From an optimization exercise on the open Yosys and OpenROAD flow, aimed at small area, a short achievable clock period and few clock cycles per item; shortcuts taken in it are not production practice.
For this run, only the layout was checked, not whether the RTL still works.

$ cat run.sh
#!/bin/bash
# synth_recipe.tcl (not shown) runs the flow's synth.tcl, then flattens the netlist and writes it again
# the make line also repeats each setting of config.mk as NAME=value (left out here)
make -C /OpenROAD-flow-scripts/flow DESIGN_CONFIG=/design/flow/config.mk WORK_HOME=/design/flow/orfs CLKGATE_MAP_FILE= SYNTH_SCRIPT=/design/flow/synth_recipe.tcl finish
$ cat config.mk
export PLATFORM = sky130hd
export DESIGN_NAME = exec_unit
export DESIGN_NICKNAME = exec_unit
export VERILOG_FILES = /design/flow/design.v
export SDC_FILE = /design/flow/constraint.sdc
export NUM_CORES = 4
export LEC_CHECK = 0
export CAP_MARGIN = 20
export CORE_MARGIN = 2
export CORE_UTILIZATION = 55
export SETUP_SLACK_MARGIN = 4.0
export SLEW_MARGIN = 20
$ cat constraint.sdc
create_clock -name core_clock -period 7.0 [get_ports {clk}]
set_input_delay 1.4000 -clock core_clock [delete_from_list [all_inputs] [get_ports {clk}]]
set_output_delay 1.4000 -clock core_clock [all_outputs]
set_load 0.01 [all_outputs]
$ cat design.v
package alu_pkg;
	typedef logic [32-1:0] word_t;
	typedef enum logic [3:0] {
		ALU_ADD  = 4'd0,
		ALU_SUB  = 4'd1,
		ALU_AND  = 4'd2,
		ALU_OR   = 4'd3,
		ALU_XOR  = 4'd4,
		ALU_SL   = 4'd5,
		ALU_SRL  = 4'd6,
		ALU_SRA  = 4'd7,
		ALU_SLT  = 4'd8,
		ALU_SLTU = 4'd9
	} alu_op_e;
endpackage
package exec_pkg;
	typedef logic [$clog2(16)-1:0] reg_idx_t;
	typedef struct packed {
		logic [3:0]        op;
		reg_idx_t         rs1;
		reg_idx_t         rs2;
		reg_idx_t         rd;
		logic             use_imm;
		logic [32-1:0] imm;
	} issue_t;
	localparam int ISSUE_W = 4 + 3*$clog2(16) + 1 + 32;
	typedef struct packed {
		reg_idx_t rd;
		logic [32-1:0] data;
	} result_t;
	localparam int RESULT_W = $clog2(16) + 32;
endpackage
module regfile (
	input  logic                  clk,
	input  logic                  reset,
	input  exec_pkg::reg_idx_t    rd_idx_a,
	input  exec_pkg::reg_idx_t    rd_idx_b,
	output logic [32-1:0] rd_data_a,
	output logic [32-1:0] rd_data_b,
	input  logic                  wr_en,
	input  exec_pkg::reg_idx_t    wr_idx,
	input  logic [32-1:0] wr_data
);
	logic [32-1:0] regs [1:16-1];
	logic [16-1:0] written;
	always_ff @(posedge clk) begin
		for (int i = 1; i < 16; i++) begin
			if (wr_en && wr_idx == i) regs[i] <= wr_data;
		end
	end
	always_ff @(posedge clk) begin
		if (reset) begin
			written <= '0;
		end else if (wr_en) begin
			written[wr_idx] <= 1'b1;
		end
	end
	always_comb begin
		rd_data_a = '0;
		rd_data_b = '0;
		for (int i = 1; i < 16; i++) begin
			if (rd_idx_a == i && written[i]) rd_data_a = rd_data_a | regs[i];
			if (rd_idx_b == i && written[i]) rd_data_b = rd_data_b | regs[i];
		end
	end
endmodule
module alu (
	input  logic [3:0]             op,
	input  logic                   sub,
	input  logic                   sl,
	input  logic [32-1:0]  a,
	input  logic [32-1:0]  b_x,
	input  logic [5-1:0] shamt,
	output logic [32-1:0]  result
);
	localparam int W = 32;
	logic [W-1:0] gen, prop, sum;
	logic [W-1:0] gg [0:5];
	logic [W-1:0] pp [0:5];
	logic         cout;
	assign gen  = a & b_x;
	assign prop = a ^ b_x;
	always_comb begin
		gg[0] = gen;
		pp[0] = prop;
		gg[0][0] = gen[0] | (prop[0] & sub);
		for (int l = 0; l < 5; l++) begin
			for (int i = 0; i < W; i++) begin
				if (i >= (1 << l)) begin
					gg[l+1][i] = gg[l][i] | (pp[l][i] & gg[l][i - (1 << l)]);
					pp[l+1][i] = pp[l][i] & pp[l][i - (1 << l)];
				end else begin
					gg[l+1][i] = gg[l][i];
					pp[l+1][i] = pp[l][i];
				end
			end
		end
	end
	assign sum  = prop ^ {gg[5][W-2:0], sub};
	assign cout = gg[5][W-1];
	logic lt_u, lt_s;
	assign lt_u = !cout;
	assign lt_s = (a[W-1] ^ ~b_x[W-1]) ? a[W-1] : sum[W-1];
	logic [W-1:0] sh_in, sh_out, sh_rev;
	logic         fill;
	assign fill  = op[0] && op[1] && a[W-1];
	always_comb begin
		for (int i = 0; i < W; i++) sh_in[i] = sl ? a[W-1-i] : a[i];
	end
	always_comb begin
		logic [W-1:0] s;
		s = sh_in;
		for (int k = 0; k < 5; k++) begin
			if (shamt[k]) begin
				for (int i = 0; i < W; i++)
					s[i] = (i + (1 << k) < W) ? s[i + (1 << k)] : fill;
			end
		end
		sh_out = s;
	end
	always_comb begin
		for (int i = 0; i < W; i++) sh_rev[i] = sh_out[W-1-i];
	end
	always_comb begin
		if (op[3]) begin
			result = {{(W-1){1'b0}}, op[0] ? lt_u : lt_s};
		end else begin
			case (op[2:0])
				3'd0, 3'd1: result = sum;
				3'd2:       result = a & b_x;
				3'd3:       result = a | b_x;
				3'd4:       result = a ^ b_x;
				3'd5:       result = sh_rev;
				default:    result = sh_out;
			endcase
		end
	end
endmodule
module exec_unit (
	input  logic               clk,
	input  logic               reset,
	input  logic               cmd_valid,
	output logic               cmd_ready,
	input  alu_pkg::alu_op_e   cmd_op,
	input  exec_pkg::reg_idx_t cmd_rs1,
	input  exec_pkg::reg_idx_t cmd_rs2,
	input  exec_pkg::reg_idx_t cmd_rd,
	input  logic               cmd_use_imm,
	input  alu_pkg::word_t     cmd_imm,
	output logic               res_valid,
	input  logic               res_ready,
	output exec_pkg::reg_idx_t res_rd,
	output alu_pkg::word_t     res_data
);
	localparam int W = 32;
	logic               ex_valid;
	logic [3:0]         ex_op;
	logic               ex_sub;
	logic               ex_sl;
	exec_pkg::reg_idx_t ex_rd;
	logic [W-1:0]       ex_a;
	logic [W-1:0]       ex_b;    
	logic [4:0]         ex_sh;   
	logic [W-1:0]       ex_res;
	logic               rs_valid;
	exec_pkg::reg_idx_t rs_rd;
	logic [W-1:0]       rs_data;
	logic rs_free, ex_free, ex_adv, accept;
	assign rs_free = !rs_valid || res_ready;
	assign ex_free = !ex_valid || rs_free;
	assign ex_adv  = ex_valid && rs_free;
	assign cmd_ready = ex_free;
	assign accept  = cmd_valid && ex_free;
	logic [W-1:0] rf_a, rf_b;
	regfile u_regfile (
		.clk(clk), .reset(reset),
		.rd_idx_a(cmd_rs1), .rd_idx_b(cmd_rs2),
		.rd_data_a(rf_a), .rd_data_b(rf_b),
		.wr_en(ex_adv && ex_rd != '0), .wr_idx(ex_rd), .wr_data(ex_res)
	);
	logic ex_hit_a, ex_hit_b;
	assign ex_hit_a = ex_valid && ex_rd != '0 && ex_rd == cmd_rs1;
	assign ex_hit_b = ex_valid && ex_rd != '0 && ex_rd == cmd_rs2 && !cmd_use_imm;
	logic in_sub, in_sl;
	assign in_sub = cmd_op == alu_pkg::ALU_SUB || cmd_op == alu_pkg::ALU_SLT
		|| cmd_op == alu_pkg::ALU_SLTU;
	assign in_sl = cmd_op == alu_pkg::ALU_SL;
	logic [W-1:0] in_a, in_b;
	assign in_a = rf_a;
	assign in_b = cmd_use_imm ? cmd_imm : rf_b;
	alu u_alu (
		.op(ex_op), .sub(ex_sub), .sl(ex_sl),
		.a(ex_a), .b_x(ex_b), .shamt(ex_sh), .result(ex_res)
	);
	always_ff @(posedge clk) begin
		if (reset) begin
			ex_valid <= 1'b0;
			rs_valid <= 1'b0;
		end else begin
			ex_valid <= accept || (ex_valid && !rs_free);
			rs_valid <= ex_adv || (rs_valid && !res_ready);
		end
	end
	always_ff @(posedge clk) begin
		if (ex_free) begin
			ex_op  <= cmd_op;
			ex_sub <= in_sub;
			ex_sl  <= in_sl;
			ex_rd  <= cmd_rd;
			ex_a   <= ex_hit_a ? ex_res : in_a;
			ex_b   <= (ex_hit_b ? ex_res : in_b) ^ {W{in_sub}};
			ex_sh  <= ex_hit_b ? ex_res[4:0] : in_b[4:0];
		end
	end
	always_ff @(posedge clk) begin
		if (rs_free) begin
			rs_rd   <= ex_rd;
			rs_data <= ex_res;
		end
	end
	assign res_valid = rs_valid;
	assign res_rd    = rs_rd;
	assign res_data  = rs_data;
endmodule
==> notes.md <==
[layer usage]
layer | GRT usage (%) | wire (um) | vias up
li1 | - | - | 11592
met1 | 58.6 | 48000 | 14312
met2 | 70.5 | 63900 | 3291
met3 | 19.3 | 25400 | 962
met4 | 34.9 | 14300 | 12
met5 | 0.408 | 80 | -
[stage by stage]
stage	worst slack, ns	std cells
finish	2.95	3883
global route	2.87	3877
CTS	3.08	3789
detailed placement	1.98	3446
global placement	1.95	3446
floorplan	3.30	2731
[timing repair]
| action | in CTS | in global routing |
|---|---|---|
| resized for setup | 455 | 196 |
| buffers inserted | 211 | 81 |
| cloned | 19 | 7 |
| pin swaps | 75 | 67 |
| setup endpoints to repair | 810 | 910 |
[synth_stat cells, drive strengths merged, types with 14 or more instances]
| library cell | count |
|---|---|
| edfxtp | 595 |
| a22oi | 387 |
| clkbuf | 191 |
| nand2 | 174 |
| a21oi | 154 |
| nor2 | 154 |
| inv | 99 |
| o21ai | 88 |
| nand4 | 79 |
| ha | 69 |
| nor3 | 69 |
| mux4 | 52 |
| and3 | 48 |
| mux2i | 44 |
| nand3 | 42 |
| xnor2 | 38 |
| buf | 37 |
| a222oi | 35 |
| mux2 | 31 |
| a221oi | 26 |
| xor2 | 26 |
| a31oi | 21 |
| o22ai | 20 |
| nor2b | 19 |
| a22o | 18 |
| o211ai | 18 |
| dfxtp | 17 |
| a21o | 16 |
| a211oi | 15 |
| o31ai | 14 |
[placed cells by master (no fill, tap or decap), drive strengths merged, types with 44 or more instances in the layout]
cell	count
mux2i	44
nor2	158
a21oi	154
clkdlybuf4s50	73
nor3	69
nand4	79
and3	50
edfxtp	595
nand2	174
a22oi	387
ha	69
clkbuf	77
inv	97
buf	395
mux4	52
o21ai	88
[flip-flops by register name (all words and copies together) (netlist names), 4 cells and up]
register / cells
rs_rd: 4
u_regfile.written: 15
rs_data: 32
u_regfile.regs: 480
ex_sh: 5
ex_op: 4
ex_a: 32
ex_b: 32
ex_rd: 4
[power breakdown]
group          internal (mW)  total, mW  switching, mW
sequential              4.17       4.24         0.0775
clock                   1.96       3.38           1.41
combinational          0.642       1.59          0.952
total                   6.77       9.21           2.44
[critical path: stages (launching register included)]
cell,delay [ns]
edfxtp_1,0.50
ha_1,0.39
a211oi_2,0.33
nor2_1,0.13
nor2_2,0.22
a21oi_4,0.10
o21ai_2,0.13
o21a_1,0.21
nand2_4,0.10
a21oi_2,0.15
fa_1,0.43
nor2_2,0.11
a211oi_2,0.06
a41o_1,0.26
a221oi_4,0.40
a21oi_2,0.12
xnor2_1,0.14
[cell families after synthesis]
family | synth area share (%)
compound gates | 19.6
simple gates | 9.40
flops | 56.3
buf+inv | 4.02
mux | 6.07
fa+ha+maj | 2.86
xor+xnor | 1.73
[area by class of cell]
type,instances,area (um2)
antenna,6,15.0
clock buffer,72,1570
clock inverter,41,470
fill,3815,15500
inverter,100,403
multi-input combinational,1800,15600
sequential,612,18200
tap,765,957
timing repair buffer,485,5190
timing repair inverter,2,15.0
[worst paths after layout]
kind | from | end | slack (ns)
setup / recovery | ex_b[5] | ex_b[31] | 2.95
hold / removal | u_regfile.written[10] | u_regfile.written[10] | 0.52
setup reg to reg | ex_b[5] | ex_b[31] | 2.95
hold reg to reg | u_regfile.written[10] | u_regfile.written[10] | 0.52
==> flow_metrics.env <==
export IMPL_worst_pin_slew_ns=1.04
export IMPL_clk_pin_slew_ns=0.06
export IMPL_fp_dieH_um=246
export IMPL_synth_top_area_cell="edfxtp_1"
export IMPL_finalSetupViolCount=0
export IMPL_grt_pass1_wl_mm=207
export IMPL_p_total_mw=9.21
export IMPL_finalSetupTns_ns=0
export IMPL_path_class="flip-flop to flip-flop"
export IMPL_cts_hold_buf=0
export IMPL_dpl_instance_area_mm2=0.0348
export IMPL_globalRouteOverflowTotal=0
export IMPL_postSynthCellCount=2731
export IMPL_ys_seq_area_share_pct=56.3
export IMPL_num_vias=30169
export IMPL_yosysTopAreaCellShare_pct=55.3
export IMPL_antenna_found_initial=12
export IMPL_ant_nets=0
export IMPL_synth_edff_count=595
export IMPL_p_leak_nw=14.7
export IMPL_synth_area_top_cells="edfxtp_1 55%, a22oi_1 9.0%, mux4_2 3.6%"
export IMPL_cts_buffer_depth=3
export IMPL_worstPathArrival_ns=4.40
export IMPL_clkSinkCount=612
export IMPL_hold_violations=0
export IMPL_grt_use_total_pct=48.5
export IMPL_critPathLaunchType="flip-flop"
export IMPL_hpwl_mm=83.1
export IMPL_yosysUniqueCellTypes=76
export IMPL_nets=3186
export IMPL_core_region_area_mm2=0.0579
export IMPL_slew_headroom_pct=30.4
export IMPL_gp_congestion=1.09
export IMPL_die_width_um=246
export IMPL_viasPerCell=7.77
export IMPL_postLayoutCellArea_mm2=0.0424
export IMPL_start_util_pct=55.8
export IMPL_dieArea_mm2=0.0607
export IMPL_worst_hold_path_num_cells=2
export IMPL_skew_ns=0.0164
export IMPL_timing_final_crit_share_pct=57.9
export IMPL_async_flop_share_pct=0
export IMPL_portBuffers=90
export IMPL_grt_max_degree=66
export IMPL_drc=0
export IMPL_path_max_fanout=4
export IMPL_rsz0062_at_grt="yes"
export IMPL_drt_wl_total_mm=152
export IMPL_mappedNetlistArea_mm2=0.0323
export IMPL_synthToLayoutAreaGrowth_pct=31.2
export IMPL_drive_gt1_share_pct=31.7
export IMPL_finalCriticalPeriod_ns=4.05
export IMPL_cts_tree="yes"
export IMPL_rows=88
export IMPL_finalMaxSlewViolations=0
export IMPL_cap_violations=0
export IMPL_irDropWorstVdd_mv=0.306
export IMPL_end_kind="flip-flop"
export IMPL_root_buffer="clkbuf_16"
export IMPL_insertion_delay_ns=0.64
export IMPL_ioPinCount=91
export IMPL_cp_data_required_time_ns=7.35
export IMPL_htree_levels=2
export IMPL_wire_per_inst_um=39.1
export IMPL_utilization_pct=73.2
export IMPL_synthesis_nets=2856
export IMPL_syn_avg_cell_area_um2=11.8
export IMPL_drtPass1Iterations=10
export IMPL_ys_ff_latch=612
export IMPL_grt_pass1_vias=28546
export IMPL_numCtsBuffers=60
export IMPL_reg2reg_depth=16
export IMPL_min_path_type="flip-flop to flip-flop"
export IMPL_drtIter0Drc=5882
export IMPL_status="no timing/DRC/antenna violations"
export IMPL_ys_warn_count=6
export IMPL_synth_ff_type="edfxtp_1"
export IMPL_holdWs_ns=0.523
export IMPL_power_density_mw_per_mm2=217
export IMPL_fmax_mhz=247

## afterwards: timing with drivers on the ports
How much do the figures lean on ideal ports? The routed layout below was timed once more, with nothing changed but the port constraints. Step 1 assumes that a clkbuf_16 drives the clock port and a buf_2 every other input. Step 2, shift: input delay + t, output delay - t, t = (earliest + latest rising clock arrival at the registers) / 2. This alone moves slack from input paths to output paths. Slacks: ideal ports / drivers / drivers and shift; pairs: ideal ports / drivers.
t, ns: 0.691
slack for setup (ns): 2.946 / 2.946 / 2.772
worst data-port slew with drivers (ns): 0.06
cell pins on the clock port's net: 1
After both steps setup and hold are still met in this run. The setup slack of this run moves by 0.000 ns with the drivers and by -0.174 ns with both steps.
